This design comes from an exercise in tuning for small area on the open sky130 flow, not from production work.
The RTL was checked by simulation tests, not by an equivalence proof against the original design.
No activity file was given, so power comes from the tool's default toggle rates.

## design.v

```verilog
`timescale 1ns/100ps
package rs_pkg;
    typedef logic [31:0] word_t;
    typedef logic [5:0]  phys_reg_t;
    typedef logic [7:0]  rob_order_t;
    typedef logic [1:0]  instr_class_t;
    typedef logic [15:0] ctrl_word_t;
    localparam instr_class_t CLASS_ALU = 2'd0;
    localparam instr_class_t CLASS_MUL = 2'd1;
    localparam instr_class_t CLASS_MEM = 2'd2;
endpackage
`timescale 1ns/100ps
module rs_dispatch_router (
    input  logic                 dispatch_valid,
    input  rs_pkg::instr_class_t dispatch_class,
    input  logic                 rs1_used,
    input  logic                 rs1_rdy,
    input  rs_pkg::phys_reg_t    rs1_paddr,
    input  rs_pkg::word_t        rs1_data,
    input  logic                 rs2_used,
    input  logic                 rs2_rdy,
    input  rs_pkg::phys_reg_t    rs2_paddr,
    input  rs_pkg::word_t        rs2_data,
    input  logic                 wb_valid,
    input  rs_pkg::phys_reg_t    wb_paddr,
    input  rs_pkg::word_t        wb_data,
    input  logic                 alu_full,
    input  logic                 mul_full,
    input  logic                 mem_full,
    output logic                 alu_push,
    output logic                 mul_push,
    output logic                 mem_push,
    output logic                 push_w1,
    output logic                 push_hit1,
    output rs_pkg::word_t        push_v1,
    output logic                 push_w2,
    output logic                 push_hit2,
    output rs_pkg::word_t        push_v2,
    output logic                 stall
);
    logic target_full;
    logic wait1, wait2, hit1, hit2;
    assign wait1 = rs1_used && !rs1_rdy;
    assign wait2 = rs2_used && !rs2_rdy;
    assign hit1  = wait1 && wb_valid && (rs1_paddr == wb_paddr);
    assign hit2  = wait2 && wb_valid && (rs2_paddr == wb_paddr);
    assign push_w1   = wait1 && !hit1;
    assign push_w2   = wait2 && !hit2;
    assign push_hit1 = hit1;
    assign push_hit2 = hit2;
    assign push_v1   = {rs1_data[31:6], wait1 ? rs1_paddr : rs1_data[5:0]};
    assign push_v2   = {rs2_data[31:6], wait2 ? rs2_paddr : rs2_data[5:0]};
    always_comb begin
        case (dispatch_class)
            rs_pkg::CLASS_ALU: target_full = alu_full;
            rs_pkg::CLASS_MUL: target_full = mul_full;
            rs_pkg::CLASS_MEM: target_full = mem_full;
            default:           target_full = 1'b0;
        endcase
    end
    assign stall = dispatch_valid && target_full;
    assign alu_push = dispatch_valid && !alu_full && dispatch_class == rs_pkg::CLASS_ALU;
    assign mul_push = dispatch_valid && !mul_full && dispatch_class == rs_pkg::CLASS_MUL;
    assign mem_push = dispatch_valid && !mem_full && dispatch_class == rs_pkg::CLASS_MEM;
endmodule
`timescale 1ns/100ps
module rs_unordered_station #(
    parameter int NUM_ENTRIES = 8
) (
    input  logic               clk,
    input  logic               rst,
    input  logic               push,
    input  logic               push_w1,
    input  logic               push_hit1,
    input  rs_pkg::word_t      push_v1,
    input  logic               push_w2,
    input  logic               push_hit2,
    input  rs_pkg::word_t      push_v2,
    input  rs_pkg::rob_order_t push_order,
    input  rs_pkg::ctrl_word_t push_ctrl,
    input  logic               wb_valid,
    input  rs_pkg::phys_reg_t  wb_paddr,
    input  rs_pkg::word_t      wb_data,
    output logic               full,
    input  logic               issue_req,
    output logic               issue_valid,
    output rs_pkg::rob_order_t issue_order,
    output rs_pkg::word_t      issue_rs1_data,
    output rs_pkg::word_t      issue_rs2_data,
    output rs_pkg::ctrl_word_t issue_ctrl
);
    logic [NUM_ENTRIES-1:0]       valid;
    logic [NUM_ENTRIES-1:0]       w1, w2;
    logic [NUM_ENTRIES-1:0][31:0] nv1;
    logic [NUM_ENTRIES-1:0][31:0] nv2;
    logic [NUM_ENTRIES-1:0][7:0] order;
    logic [NUM_ENTRIES-1:0][15:0] ctrl;
    logic [NUM_ENTRIES-1:0]       rdy;
    logic [NUM_ENTRIES-1:0]       free_sel;
    logic [NUM_ENTRIES-1:0]       issue_sel;
    logic [NUM_ENTRIES-1:0]       wake1, wake2;
    assign full = &valid;
    for (genvar i = 0; i < NUM_ENTRIES; i++) begin : g_wake
        assign wake1[i] = wb_valid && w1[i] && (nv1[i][5:0] == ~wb_paddr);
        assign wake2[i] = wb_valid && w2[i] && (nv2[i][5:0] == ~wb_paddr);
    end
    always_comb begin
        for (int i = 0; i < NUM_ENTRIES; i++) begin
            rdy[i]   = valid[i] && !w1[i] && !w2[i];
        end
    end
    always_comb begin
        for (int i = 0; i < NUM_ENTRIES; i++) begin
            free_sel[i]  = !valid[i] && ((valid & ((1 << i) - 1)) == ((1 << i) - 1));
            issue_sel[i] = rdy[i] && ((rdy & ((1 << i) - 1)) == '0);
        end
    end
    assign issue_valid = issue_req && (|rdy);
    always_comb begin
        issue_order    = '0;
        issue_rs1_data = '0;
        issue_rs2_data = '0;
        issue_ctrl     = '0;
        for (int i = 0; i < NUM_ENTRIES; i++) begin
            issue_order    = issue_order    | ({8{issue_sel[i]}}  & order[i]);
            issue_rs1_data = issue_rs1_data | ({32{issue_sel[i]}} & ~nv1[i]);
            issue_rs2_data = issue_rs2_data | ({32{issue_sel[i]}} & ~nv2[i]);
            issue_ctrl     = issue_ctrl     | ({16{issue_sel[i]}} & ctrl[i]);
        end
    end
    always_ff @(posedge clk) begin
        if (rst) begin
            valid <= '0;
        end else begin
            valid <= (valid & ~(issue_sel & {NUM_ENTRIES{issue_req}}))
                   | (free_sel & {NUM_ENTRIES{push}});
        end
    end
    for (genvar i = 0; i < NUM_ENTRIES; i++) begin : g_entry
        logic sp, sp1, sp2, sw1, sw2;
        assign sp  = push && (free_sel[i]);
        assign sw1 = sp ? push_hit1 : wake1[i];
        assign sw2 = sp ? push_hit2 : wake2[i];
        assign sp1 = sp && !push_hit1;
        assign sp2 = sp && !push_hit2;
        always_ff @(posedge clk) begin
            if (sp || wake1[i]) begin
                nv1[i] <= ~(({32{sp1}} | wb_data) & ({32{sw1}} | push_v1));
            end
            if (sp || wake2[i]) begin
                nv2[i] <= ~(({32{sp2}} | wb_data) & ({32{sw2}} | push_v2));
            end
            w1[i] <= sp ? push_w1 : (w1[i] && !wake1[i]);
            w2[i] <= sp ? push_w2 : (w2[i] && !wake2[i]);
            if (sp) begin
                order[i] <= push_order;
                ctrl[i]  <= push_ctrl;
            end
        end
    end
endmodule
`timescale 1ns/100ps
module rs_mem_queue #(
    parameter int ENTRY_BITS = 4
) (
    input  logic               clk,
    input  logic               rst,
    input  logic               push,
    input  logic               push_w1,
    input  logic               push_hit1,
    input  rs_pkg::word_t      push_v1,
    input  logic               push_w2,
    input  logic               push_hit2,
    input  rs_pkg::word_t      push_v2,
    input  rs_pkg::rob_order_t push_order,
    input  rs_pkg::ctrl_word_t push_ctrl,
    input  logic               wb_valid,
    input  rs_pkg::phys_reg_t  wb_paddr,
    input  rs_pkg::word_t      wb_data,
    input  rs_pkg::rob_order_t rob_head_order,
    output logic               full,
    input  logic               issue_req,
    output logic               issue_valid,
    output rs_pkg::rob_order_t issue_order,
    output rs_pkg::word_t      issue_rs1_data,
    output rs_pkg::word_t      issue_rs2_data,
    output rs_pkg::ctrl_word_t issue_ctrl
);
    localparam int NUM_ENTRIES = 2 ** ENTRY_BITS;
    typedef logic [ENTRY_BITS:0]   ptr_t;
    typedef logic [ENTRY_BITS-1:0] slot_t;
    logic [NUM_ENTRIES-1:0]       w1, w2;
    logic [NUM_ENTRIES-1:0][31:0] nv1;
    logic [NUM_ENTRIES-1:0][31:0] nv2;
    logic [NUM_ENTRIES-1:0][7:0] order;
    logic [NUM_ENTRIES-1:0][15:0] ctrl;
    ptr_t                   head;
    ptr_t                   tail;
    slot_t                  head_idx;
    slot_t                  tail_idx;
    logic                   empty;
    logic [NUM_ENTRIES-1:0] head_sel;
    logic                   head_w1, head_w2;
    logic                   do_issue;
    logic [NUM_ENTRIES-1:0] wake1, wake2;
    assign head_idx = head[ENTRY_BITS-1:0];
    assign tail_idx = tail[ENTRY_BITS-1:0];
    assign full  = (head[ENTRY_BITS] != tail[ENTRY_BITS]) && (head_idx == tail_idx);
    assign empty = (head == tail);
    for (genvar i = 0; i < NUM_ENTRIES; i++) begin : g_wake
        assign wake1[i] = wb_valid && w1[i] && (nv1[i][5:0] == ~wb_paddr);
        assign wake2[i] = wb_valid && w2[i] && (nv2[i][5:0] == ~wb_paddr);
    end
    always_comb begin
        for (int i = 0; i < NUM_ENTRIES; i++) begin
            head_sel[i] = (head_idx == slot_t'(i));
        end
    end
    always_comb begin
        head_w1        = 1'b0;
        head_w2        = 1'b0;
        issue_order    = '0;
        issue_rs1_data = '0;
        issue_rs2_data = '0;
        issue_ctrl     = '0;
        for (int i = 0; i < NUM_ENTRIES; i++) begin
            head_w1        = head_w1        | (head_sel[i] & w1[i]);
            head_w2        = head_w2        | (head_sel[i] & w2[i]);
            issue_order    = issue_order    | ({8{head_sel[i]}}  & order[i]);
            issue_rs1_data = issue_rs1_data | ({32{head_sel[i]}} & ~nv1[i]);
            issue_rs2_data = issue_rs2_data | ({32{head_sel[i]}} & ~nv2[i]);
            issue_ctrl     = issue_ctrl     | ({16{head_sel[i]}} & ctrl[i]);
        end
    end
    assign do_issue = issue_req && !empty && !head_w1 && !head_w2
                      && (issue_order == rob_head_order);
    assign issue_valid = do_issue;
    always_ff @(posedge clk) begin
        if (rst) begin
            head <= '0;
            tail <= '0;
        end else begin
            if (push) begin
                tail <= tail + ptr_t'(1);
            end
            if (do_issue) begin
                head <= head + ptr_t'(1);
            end
        end
    end
    for (genvar i = 0; i < NUM_ENTRIES; i++) begin : g_entry
        logic sp, sp1, sp2, sw1, sw2;
        assign sp  = push && (tail_idx == slot_t'(i));
        assign sw1 = sp ? push_hit1 : wake1[i];
        assign sw2 = sp ? push_hit2 : wake2[i];
        assign sp1 = sp && !push_hit1;
        assign sp2 = sp && !push_hit2;
        always_ff @(posedge clk) begin
            if (sp || wake1[i]) begin
                nv1[i] <= ~(({32{sp1}} | wb_data) & ({32{sw1}} | push_v1));
            end
            if (sp || wake2[i]) begin
                nv2[i] <= ~(({32{sp2}} | wb_data) & ({32{sw2}} | push_v2));
            end
            w1[i] <= sp ? push_w1 : (w1[i] && !wake1[i]);
            w2[i] <= sp ? push_w2 : (w2[i] && !wake2[i]);
            if (sp) begin
                order[i] <= push_order;
                ctrl[i]  <= push_ctrl;
            end
        end
    end
endmodule
`timescale 1ns/100ps
module rs_top #(
    parameter int ALU_ENTRIES    = 8,
    parameter int MUL_ENTRIES    = 4,
    parameter int MEM_ENTRY_BITS = 4
) (
    input  logic                 clk,
    input  logic                 rst,
    input  logic                 dispatch_valid,
    input  rs_pkg::instr_class_t dispatch_class,
    input  rs_pkg::rob_order_t   dispatch_order,
    input  logic                 dispatch_rs1_used,
    input  logic                 dispatch_rs1_rdy,
    input  rs_pkg::phys_reg_t    dispatch_rs1_paddr,
    input  rs_pkg::word_t        dispatch_rs1_data,
    input  logic                 dispatch_rs2_used,
    input  logic                 dispatch_rs2_rdy,
    input  rs_pkg::phys_reg_t    dispatch_rs2_paddr,
    input  rs_pkg::word_t        dispatch_rs2_data,
    input  rs_pkg::ctrl_word_t   dispatch_ctrl,
    output logic                 stall,
    input  logic                 wb_valid,
    input  rs_pkg::phys_reg_t    wb_paddr,
    input  rs_pkg::word_t        wb_data,
    input  rs_pkg::rob_order_t   rob_head_order,
    input  logic                 alu_issue_req,
    output logic                 alu_issue_valid,
    output rs_pkg::rob_order_t   alu_issue_order,
    output rs_pkg::word_t        alu_issue_rs1_data,
    output rs_pkg::word_t        alu_issue_rs2_data,
    output rs_pkg::ctrl_word_t   alu_issue_ctrl,
    input  logic                 mul_issue_req,
    output logic                 mul_issue_valid,
    output rs_pkg::rob_order_t   mul_issue_order,
    output rs_pkg::word_t        mul_issue_rs1_data,
    output rs_pkg::word_t        mul_issue_rs2_data,
    output rs_pkg::ctrl_word_t   mul_issue_ctrl,
    input  logic                 mem_issue_req,
    output logic                 mem_issue_valid,
    output rs_pkg::rob_order_t   mem_issue_order,
    output rs_pkg::word_t        mem_issue_rs1_data,
    output rs_pkg::word_t        mem_issue_rs2_data,
    output rs_pkg::ctrl_word_t   mem_issue_ctrl
);
    logic          alu_push, mul_push, mem_push;
    logic          alu_full, mul_full, mem_full;
    logic          push_w1, push_w2, push_hit1, push_hit2;
    rs_pkg::word_t push_v1, push_v2;
    rs_dispatch_router rs_dispatch_router_i (
        .dispatch_valid (dispatch_valid),
        .dispatch_class (dispatch_class),
        .rs1_used       (dispatch_rs1_used),
        .rs1_rdy        (dispatch_rs1_rdy),
        .rs1_paddr      (dispatch_rs1_paddr),
        .rs1_data       (dispatch_rs1_data),
        .rs2_used       (dispatch_rs2_used),
        .rs2_rdy        (dispatch_rs2_rdy),
        .rs2_paddr      (dispatch_rs2_paddr),
        .rs2_data       (dispatch_rs2_data),
        .wb_valid       (wb_valid),
        .wb_paddr       (wb_paddr),
        .wb_data        (wb_data),
        .alu_full       (alu_full),
        .mul_full       (mul_full),
        .mem_full       (mem_full),
        .alu_push       (alu_push),
        .mul_push       (mul_push),
        .mem_push       (mem_push),
        .push_w1        (push_w1),
        .push_hit1      (push_hit1),
        .push_v1        (push_v1),
        .push_w2        (push_w2),
        .push_hit2      (push_hit2),
        .push_v2        (push_v2),
        .stall          (stall)
    );
    rs_unordered_station #(.NUM_ENTRIES(ALU_ENTRIES)) alu_station_i (
        .clk            (clk),
        .rst            (rst),
        .push           (alu_push),
        .push_w1        (push_w1),
        .push_hit1      (push_hit1),
        .push_v1        (push_v1),
        .push_w2        (push_w2),
        .push_hit2      (push_hit2),
        .push_v2        (push_v2),
        .push_order     (dispatch_order),
        .push_ctrl      (dispatch_ctrl),
        .wb_valid       (wb_valid),
        .wb_paddr       (wb_paddr),
        .wb_data        (wb_data),
        .full           (alu_full),
        .issue_req      (alu_issue_req),
        .issue_valid    (alu_issue_valid),
        .issue_order    (alu_issue_order),
        .issue_rs1_data (alu_issue_rs1_data),
        .issue_rs2_data (alu_issue_rs2_data),
        .issue_ctrl     (alu_issue_ctrl)
    );
    rs_unordered_station #(.NUM_ENTRIES(MUL_ENTRIES)) mul_station_i (
        .clk            (clk),
        .rst            (rst),
        .push           (mul_push),
        .push_w1        (push_w1),
        .push_hit1      (push_hit1),
        .push_v1        (push_v1),
        .push_w2        (push_w2),
        .push_hit2      (push_hit2),
        .push_v2        (push_v2),
        .push_order     (dispatch_order),
        .push_ctrl      (dispatch_ctrl),
        .wb_valid       (wb_valid),
        .wb_paddr       (wb_paddr),
        .wb_data        (wb_data),
        .full           (mul_full),
        .issue_req      (mul_issue_req),
        .issue_valid    (mul_issue_valid),
        .issue_order    (mul_issue_order),
        .issue_rs1_data (mul_issue_rs1_data),
        .issue_rs2_data (mul_issue_rs2_data),
        .issue_ctrl     (mul_issue_ctrl)
    );
    rs_mem_queue #(.ENTRY_BITS(MEM_ENTRY_BITS)) mem_queue_i (
        .clk            (clk),
        .rst            (rst),
        .push           (mem_push),
        .push_w1        (push_w1),
        .push_hit1      (push_hit1),
        .push_v1        (push_v1),
        .push_w2        (push_w2),
        .push_hit2      (push_hit2),
        .push_v2        (push_v2),
        .push_order     (dispatch_order),
        .push_ctrl      (dispatch_ctrl),
        .wb_valid       (wb_valid),
        .wb_paddr       (wb_paddr),
        .wb_data        (wb_data),
        .rob_head_order (rob_head_order),
        .full           (mem_full),
        .issue_req      (mem_issue_req),
        .issue_valid    (mem_issue_valid),
        .issue_order    (mem_issue_order),
        .issue_rs1_data (mem_issue_rs1_data),
        .issue_rs2_data (mem_issue_rs2_data),
        .issue_ctrl     (mem_issue_ctrl)
    );
endmodule
```

## flow/run.sh

```bash
#!/bin/bash
# Standard layout, with two changes: the port buffers are the smallest buffer
# (every port still gets one), and CTS inserts no dummy loads.
set -euo pipefail
cd "$(dirname "$0")/.."
{
  echo 'export BUFFER_PORTS_ARGS = -buffer_cell sky130_fd_sc_hd__buf_1'
  echo 'export CTS_ARGS = -sink_clustering_enable -repair_clock_nets -sink_clustering_size 15 -sink_clustering_max_diameter 60 -buf_list sky130_fd_sc_hd__clkbuf_8 -dont_use_dummy_load'
} >> config.mk
bash standard.sh > standard.log 2>&1
```

## standard.sh

```bash
#!/bin/bash
# synth_recipe.tcl (not shown) runs the flow's synth.tcl, then flattens the netlist and writes it again
# the make line also repeats each setting of config.mk as NAME=value (left out here)
make -C /OpenROAD-flow-scripts/flow DESIGN_CONFIG=/design/flow/config.mk WORK_HOME=/design/flow/orfs CLKGATE_MAP_FILE= SYNTH_SCRIPT=/design/flow/synth_recipe.tcl "${@:-finish}"
```

## config.mk

```make
export PLATFORM = sky130hd
export DESIGN_NAME = rs_top
export DESIGN_NICKNAME = rs_top
export VERILOG_FILES = /design/flow/design.v
export SDC_FILE = /design/flow/constraint.sdc
export NUM_CORES = 4
export LEC_CHECK = 0
export CAP_MARGIN = 3
export CORE_MARGIN = 2
export CORE_UTILIZATION = 55
export CTS_BUF_LIST = sky130_fd_sc_hd__clkbuf_8
export CTS_CLUSTER_DIAMETER = 60
export CTS_CLUSTER_SIZE = 15
export SLEW_MARGIN = 3
export BUFFER_PORTS_ARGS = -buffer_cell sky130_fd_sc_hd__buf_1
export CTS_ARGS = -sink_clustering_enable -repair_clock_nets -sink_clustering_size 15 -sink_clustering_max_diameter 60 -buf_list sky130_fd_sc_hd__clkbuf_8 -dont_use_dummy_load
```

## constraint.sdc

```tcl
create_clock -name core_clock -period 7.0 [get_ports {clk}]
set_input_delay 1.4000 -clock core_clock [delete_from_list [all_inputs] [get_ports {clk}]]
set_output_delay 1.4000 -clock core_clock [all_outputs]
set_load 0.01 [all_outputs]
```

==> impl_results.md, run 1 <==
* Starting Density at 0.552
* Post-route design area at roughly 120,000 sq um
* CP required at roughly 5.6 ns
* Post-DRT Antenna Nets at 0
* Cell Rows at between 150 and 200
* Max H-tree Level at 4
* Max-Cap Viols at 1
* Residual DRC count at 0
* Cell count after synthesis at 8,485
* Fillers at 16,100
* Post-CTS resize count at 0
* Die area at slightly above 200,000 sq um
* CP Cell Sequence: inv_1 > ha_2 > and3_1 > a21oi_1 > nand3_1 > xor2_1 > or4_1 > nor4b_1 > buf_1
* CP max FO at 31
* Core area at 199,000 sq um
* Final worst-path cycle share at 0.911
* Clock sinks at about 2,500
* First-pass GRT wire length at between 500,000 and 600,000 um
* HP Class: flop to flop
* Sw Share at 0.236
* Worst Path Buf+Inv at 2
* # setup viols final at 0
* Worst Reg-to-Reg Cells at 8
* WHS Endpoint: mul_station_i.valid[3]
* Syn nets at 8,652
* Largest net degree at the start of global routing at around 160
* Hold WS at 0.502 ns
* Later-pin clock latency in the skew report at around 1.1 ns
* Sequential area share after synthesis at 0.687
* Critical Path End Type: primary output
* Syn. warnings at 4
* Final core utilization at 0.588
* Number of buffers created by CTS at roughly 200
* Mapped Avg Cell Area at ~13 sq um
* CTS clock-pin slew for the worst setup and hold paths at 0.09 ns
* TNS Setup at 0 ns
* CTS hold repair buffers at 0
* Port Buffers at between 400 and 500
* Post-CTS setup buffers at 0
* Ys async rst share at 0
* Switching Power at just over 6 mW
* Power share of the clock group at 0.285
* SO Viols: max-capacitance violations, max-slew violations
* DP Area at about 110,000 sq um
* # nets final at approximately 8,500
* Synth-to-layout area growth at 6.61%
* Hold path cells at 2
* Final Hold Fails at 0
* Flops & latches, synth at 2,542
* Total gr overflow at 0
* Sequential Power Share at 0.648
* Slew Viols, Final at 33
* Highest Clock Rate at around 160 MHz
* Slew @ Worst Pin at between 1.5 and 2 ns
* Status: finished with violations
* Final HPWL DP at roughly 250,000 um
* Via count at between 80,000 and 90,000
* Die H at roughly 450 um
* Cell family with most CP delay: simple AND/OR/NAND/NOR gates
* RSZ-0062 raised after global routing: false
* Top_reg_cell synth: edfxtp_1
* Synth unique cells at just over 60
* GRT Resource Usage Total at 0.402
* DRT Pass-1 Iters at 9
* Critical Path Start Type: flop
* 1st-iter DRT viols at 14,600
* Critical R2R Launch: mem_queue_i.head[2]
* Reg2Reg Setup Slack at between 1.5 and 2 ns
* Avg WL per Cell at 38.4 um
* CP arrival at approximately 5 ns
* Critical path's slowest cell: and3_1
* Share of cells above drive strength 1 at 0.0958
* Capture point of the worst reg-to-reg path: mem_queue_i.nv1[451]
* Initial antenna violation count at 15
* PD cells at about 220 nW/um^2
* Number of global-route vias before repair at 80,400
* Clk_skew at 0.0885 ns
* Period minus WS final at 6.38 ns
* Design Power at between 20 and 30 mW
* Hold path startpoint: mul_station_i.valid[3]
* Die X at 451 um
* CTS Buffer Depth at 3
* Post-synth EDFFs at 2,464
* Kind of critical path: flop to primary output
* Internal cell power at between 15 and 20 mW
* CTS tree: yes
* # IOs at ~430
* Combinational fraction of design power at 0.066
* RD Place Congestion at around 0.92
* VDD IR max at 0.155 mV
* Routed WL at ~420,000 um
* Root Buffer: clkbuf_8
* Slowest stage delay, CP at between 0.8 and 0.9 ns
* Relative slew slack at -0.0304
* Pleak at 34.8 nW
* Via density at 7.77
* Mapped Area at 110,000 sq um
per-stage QoR:
step	worst slack, ns	std cells
after detailed placement	1.58	10800
after floorplan	2.69	8485
after CTS	0.584	11000
final	0.620	11000
after global routing	0.436	11000
after global placement	1.72	10800
registers in the layout (all words and copies together), names as in the netlist:
register	count
mul_station_i.w2	4
mem_queue_i.w2	16
mem_queue_i.head	5
alu_station_i.w1	8
mem_queue_i.w1	16
mul_station_i.valid	4
mul_station_i.w1	4
alu_station_i.nv1	256
mul_station_i.ctrl	64
mem_queue_i.nv2	512
alu_station_i.valid	8
mem_queue_i.tail	5
alu_station_i.order	64
mul_station_i.nv1	128
mem_queue_i.nv1	512
alu_station_i.w2	8
mem_queue_i.order	128
mul_station_i.nv2	128
alu_station_i.nv2	256
alu_station_i.ctrl	128
mem_queue_i.ctrl	256
mul_station_i.order	32
metal layers:
metal	vias to the layer above	track usage	wire (um)
met2	7392	0.605	188000
met3	1339	0.0930	58100
met5	-	0	93
met4	12	0.208	25700
met1	42800	0.550	150000
li1	33900	-	-
cells by family after synthesis:
| kind of cell | count (synthesis) | share of synthesized area |
|---|---|---|
| AND/OR/NAND/NOR | 1227 | 0.0509 |
| flip-flops | 2542 | 0.687 |
| XOR/XNOR | 365 | 0.0291 |
| buffers and inverters | 1127 | 0.0399 |
| AO/OA/AOI/OAI | 3192 | 0.190 |
| multiplexers | 24 | 0.00238 |
| adder cells (fa/ha/maj) | 8 | 0.000910 |
worst max path at each step:
stage	cells past startpoint	end	start	slack, ns
after global placement	6	mem_queue_i.nv1[466]	dispatch_class[1]	1.72
after global routing	9	mem_issue_valid	mem_queue_i.head[0]	0.44
final	9	mem_issue_valid	mem_queue_i.head[0]	0.62
after detailed placement	6	mem_queue_i.nv1[461]	dispatch_class[1]	1.58
after floorplan	12	mem_issue_valid	mem_queue_i.head[0]	2.69
after CTS	9	mem_issue_valid	mem_queue_i.head[0]	0.58
cells in the mapped netlist, drive strengths merged, types with 8 or more instances:
library cell,instances,area share
or3b,9,0.00072
xor2,241,0.019
o221ai,192,0.015
buf,206,0.0085
ha,8,0.00091
clkbuf,887,0.030
a22o,66,0.0053
or3,8,0.00046
nor2,507,0.017
nand3,165,0.0075
a221oi,123,0.0099
nand4,121,0.0069
a221o,48,0.0044
nor2b,10,0.00057
nor3b,10,0.00073
dfxtp,78,0.014
o21ai,124,0.0056
edfxtp,2464,0.67
and2,16,0.00091
xnor2,124,0.0099
mux2,17,0.0017
inv,34,0.0012
nand2,247,0.0084
nor4,47,0.0027
nor3,57,0.0026
o22ai,2436,0.14
a22oi,28,0.0019
a21oi,145,0.0066
worst reg2reg max path: cells and delay by family, from the launching register on:
| kind | cells | cell delay (ns) |
|---|---|---|
| flip-flops | 1 | 0.71 |
| AO/OA/AOI/OAI | 2 | 0.73 |
| AND/OR/NAND/NOR | 5 | 3.36 |
| XOR/XNOR | 1 | 0.21 |
cell usage in the layout (no fill, tap or decap), types with 8 or more instances in the layout:
cell type,n
a21oi_1,90
a21oi_2,16
a21oi_4,39
a221o_1,48
a221oi_1,122
a22o_1,66
a22oi_1,28
and2_1,16
buf_1,350
buf_12,17
buf_4,293
clkbuf_2,70
clkbuf_8,201
dfxtp_1,77
diode_2,9
edfxtp_1,2464
inv_1,34
mux2_1,14
nand2_1,191
nand2_2,40
nand2_4,16
nand3_1,164
nand4_1,121
nor2_1,447
nor2_2,22
nor2_4,38
nor2b_1,8
nor3_1,55
nor4_1,46
o21ai_0,124
o221ai_1,192
o22ai_1,2436
xnor2_1,124
xor2_1,241
power by group through the flow:
stage | Sequential (mW) | Clock (mW) | Combinational (mW)
after floorplan | 17.1 | 0 | 0.987
after global placement | 17.1 | 0 | 1.61
after detailed placement | 17.1 | 0 | 1.66
after CTS | 16.8 | 7.34 | 1.66
after global routing | 16.8 | 7.84 | 1.78
final | 16.8 | 7.39 | 1.71
area by class of cell:
type / count / area (sq um) / share of cell area
Sequential cell: 2542 / 75600 / 0.644
Multi-Input combinational cell: 4816 / 31200 / 0.266
Timing Repair Buffer: 737 / 4280 / 0.0365
Tap cell: 2656 / 3320 / 0.0283
Clock buffer: 201 / 2770 / 0.0236
Inverter: 34 / 128 / 0.00109
Antenna cell: 9 / 22.5 / 0.000192
==> inputs of run 2 (changes only) <==
==> flow/run.sh (replaced) <==
#!/bin/bash
# Standard layout, with two changes: the port buffers are the smallest buffer
# (every port still gets one), and CTS inserts no dummy loads.
set -euo pipefail
cd "$(dirname "$0")/.."
{
  echo 'export BUFFER_PORTS_ARGS = -buffer_cell sky130_fd_sc_hd__buf_1'
  echo 'export CTS_ARGS = -sink_clustering_enable -repair_clock_nets -sink_clustering_size 22 -sink_clustering_max_diameter 60 -buf_list sky130_fd_sc_hd__clkbuf_16 -dont_use_dummy_load'
} >> config.mk
bash standard.sh > standard.log 2>&1
==> config.mk (replaced) <==
export PLATFORM = sky130hd
export DESIGN_NAME = rs_top
export DESIGN_NICKNAME = rs_top
export VERILOG_FILES = /design/flow/design.v
export SDC_FILE = /design/flow/constraint.sdc
export NUM_CORES = 4
export LEC_CHECK = 0
export CAP_MARGIN = 20
export CORE_MARGIN = 2
export CORE_UTILIZATION = 50
export CTS_BUF_LIST = sky130_fd_sc_hd__clkbuf_16
export CTS_CLUSTER_DIAMETER = 60
export CTS_CLUSTER_SIZE = 22
export SLEW_MARGIN = 20
export BUFFER_PORTS_ARGS = -buffer_cell sky130_fd_sc_hd__buf_1
export CTS_ARGS = -sink_clustering_enable -repair_clock_nets -sink_clustering_size 22 -sink_clustering_max_diameter 60 -buf_list sky130_fd_sc_hd__clkbuf_16 -dont_use_dummy_load
==> impl_results.md, run 2 <==
* Power share of the clock group at 0.337 (+0.052)
* Internal cell power at 21.7 mW (+9.4%)
* Final core utilization at 0.546 (-0.0422)
* Later-pin clock latency in the skew report at 0.87 ns (-0.19 ns)
* Number of buffers created by CTS at 175 (-13%)
* Share of cells above drive strength 1 at 0.0985 (+0.00270)
* CTS clock-pin slew for the worst setup and hold paths at 0.09 ns (about the same)
* Cell Rows at 172 (+4.9%)
* CP required at 5.60 ns (about the same)
* VDD IR max at 0.242 mV (+57%)
* Die area at 224,000 sq um (+9.9%)
* RD Place Congestion at 0.906 (-1.2%)
* Die X at 473 um (+4.8%)
* Critical Path End Type: primary output
* Via count at 85,900 (+0.55%)
* Commonest non-fill, non-tap cells in the layout: 2,464 x edfxtp_1, 2,436 x o22ai_1, 447 x nor2_1
* Most common cell after layout, fill and taps aside: edfxtp_1
* Hold path cells at 2 (unchanged)
* Starting Density at 0.502 (-0.0500)
* Residual DRC count at 0 (unchanged)
* Post-route design area at 120,000 sq um (+2.1%)
* Port Buffers at 426 (unchanged)
* Commonest cells in the netlist: 2,464 x edfxtp_1, 2,436 x o22ai_1, 886 x clkbuf_1
* Slew Viols, Final at 0 (-100%)
* Flops & latches, synth at 2,542 (unchanged)
* Critical R2R Launch: mem_queue_i.head[2]
* Avg WL per Cell at 38.6 um (+0.59%)
* Clock sinks at 2,542 (unchanged)
* Post-DRT Antenna Nets at 0 (unchanged)
* Final Hold Fails at 0 (unchanged)
* CTS tree: yes
* Critical Path Start Type: flop
* # IOs at 427 (unchanged)
* # setup viols final at 0 (unchanged)
* Slew @ Worst Pin at 1.23 ns (-0.312 ns)
* WHS Endpoint: mul_station_i.valid[3]
* Routed WL at 433,000 um (+2.6%)
* Number of global-route vias before repair at 80,700 (+0.36%)
* Ranking of synthesized cells by area: edfxtp_1 67%, o22ai_1 14%, clkbuf_1 3.0%, xor2_1 1.9%, nor2_1 1.7%
* Via density at 7.66 (-1.4%)
* Highest Clock Rate at 159 MHz (+1.6%)
* CTS Buffer Depth at 3 (unchanged)
* Die H at 473 um (+4.8%)
* Synth area leader: edfxtp_1
* Max-Cap Viols at 0 (-1)
* CTS hold repair buffers at 0 (unchanged)
* Mapped Area at 110,000 sq um (unchanged)
* Largest net degree at the start of global routing at 83 (-46%)
* TNS Setup at 0 ns (unchanged)
* Max H-tree Level at 4 (unchanged)
* Final HPWL DP at 251,000 um (+1.6%)
* Relative slew slack at 0.177 (+0.208)
* Capture point of the worst reg-to-reg path: mem_queue_i.nv1[485]
* GRT Resource Usage Total at 0.375 (-0.0274)
* Period minus WS final at 6.28 ns (-0.0999 ns)
* Ys async rst share at 0 (unchanged)
* # nets final at 8,504 (+0.059%)
* Cell count after synthesis at 8,485 (unchanged)
* Sequential Power Share at 0.600 (-0.048)
* Worst Reg-to-Reg Cells at 12 (+4)
* Hold path startpoint: mul_station_i.valid[3]
* Post-CTS setup buffers at 0 (unchanged)
* DRT Pass-1 Iters at 6 (-3)
* Synth unique cells at 61 (unchanged)
* Initial antenna violation count at 18 (+3)
* Pleak at 35.8 nW (+2.7%)
* Clk_skew at 0.101 ns (+0.0127 ns)
* Post-synth EDFFs at 2,464 (unchanged)
* DP Area at 115,000 sq um (+0.49%)
* Syn nets at 8,652 (unchanged)
* Top cell type's share of synthesized area at 0.673 (unchanged)
* RSZ-0062 raised after global routing: false
* Total gr overflow at 0 (unchanged)
* Kind of critical path: flop to primary output
* Syn. warnings at 4 (unchanged)
* 1st-iter DRT viols at 15,400 (+5.9%)
* Top-count cell post-synth: edfxtp_1
* Sequential area share after synthesis at 0.687 (unchanged)
* HP Class: flop to flop
* Root Buffer: clkbuf_16
* Combinational fraction of design power at 0.063 (-0.003)
* Sw Share at 0.226 (-0.00915)
* Status: complete, no violations
* Final worst-path cycle share at 0.897 (-0.0143)
* Core area at 219,000 sq um (+10%)
* CP arrival at 4.88 ns (-0.10 ns)
* Synth-to-layout area growth at 8.80%
* Switching Power at 6.34 mW (+3.9%)
* Mapped Avg Cell Area at 13.0 sq um (unchanged)
* Fillers at 18,300 (+14%)
* First-pass GRT wire length at 604,000 um (+2.0%)
* Top Registers: mem_queue_i.nv1: 512 flops, mem_queue_i.nv2: 512 flops
* CP max FO at 21 (-32%)
* Post-CTS resize count at 0 (unchanged)
* Top_reg_cell synth: edfxtp_1
* PD cells at 234 nW/um^2 (+5.9%)
* Reg2Reg Setup Slack at 1.86 ns (about the same)
[run 2: power groups by stage]
stage	registers, mW	clock network, mW	logic (mW)
3_5_place_dp	17.1	0	1.68
2_1_floorplan	17.1	0	0.987
3_3_place_gp	17.1	0	1.64
4_1_cts	16.8	9.40	1.69
5_1_grt	16.8	9.90	1.82
6_report	16.8	9.44	1.75
[run 2: worst max-delay path by stage]
stage,from,end
2_1_floorplan,mem_queue_i.head[0],mem_issue_valid
3_3_place_gp,wb_paddr[5],mem_queue_i.nv1[212]
3_5_place_dp,wb_paddr[5],mem_queue_i.nv1[272]
4_1_cts,mem_queue_i.head[2],mem_issue_valid
5_1_grt,mem_queue_i.head[2],mem_issue_valid
6_report,mem_queue_i.head[2],mem_issue_valid
[run 2: metal layers]
layer | global-route usage | part of all wire
met5 | 0 | 0.00047
met4 | 0.187 | 0.059
met3 | 0.0981 | 0.15
met2 | 0.544 | 0.43
met1 | 0.523 | 0.36
[run 2: stage by stage]
step,total power [mW],hold WS [ns],setup WS [ns],instances
global placement,18.8,0.477,1.53,11000
global route,28.5,0.526,0.645,11200
finish,28.0,0.501,0.720,11200
detailed placement,18.8,0.487,1.68,11000
floorplan,18.1,0.453,2.69,8485
CTS,27.9,0.501,0.843,11200
[run 2: layout make-up]
type / count / area [sq um] / area share
Sequential cell: 2542 / 75600 / 0.631
Multi-Input combinational cell: 4816 / 31200 / 0.261
Timing Repair Buffer: 768 / 4760 / 0.0397
Clock buffer: 175 / 4380 / 0.0366
Tap cell: 2871 / 3590 / 0.0300
Inverter: 34 / 128 / 0.00107
Antenna cell: 8 / 20.0 / 0.000167
[run 2: logic make-up after synthesis]
| family | after synthesis | synth area share |
|---|---|---|
| AND/OR/NAND/NOR | 1227 | 0.0509 |
| adder cells (fa/ha/maj) | 8 | 0.000910 |
| buffers and inverters | 1127 | 0.0399 |
| multiplexers | 24 | 0.00238 |
| AO/OA/AOI/OAI | 3192 | 0.190 |
| flip-flops | 2542 | 0.687 |
| XOR/XNOR | 365 | 0.0291 |
[run 2: worst max-delay path: stages, from the launching register on]
cell and delay [ns]:
dfxtp_1 0.85, nor2b_1 0.44, nand2_4 0.57, o22ai_1 0.21, nor4_1 0.39, nand4_1 0.28
or3_1 0.44, nor4b_1 0.58, buf_1 0.24

-- static timing again, ports no longer ideal --
The results above use ideal ports. As a check the final layouts listed here were re-extracted and re-timed, cells and wires unchanged. Step 1, drivers: a clkbuf_16 drives clk and a buf_2 each remaining input, both assumed. Step 2 times the ports against the registers' clock, not the clock port: input delays grow and output delays shrink by t, the midpoint of the rising clock arrivals with the driver on. Three values: no drivers, after step 1, after step 2; two values: the first two.
run	t (ns)	setup slack, ns	pins driven straight from the clock port
run 1	1.106	0.620 / 0.532 / 1.333	1
run 2	0.931	0.720 / 0.625 / 1.424	1
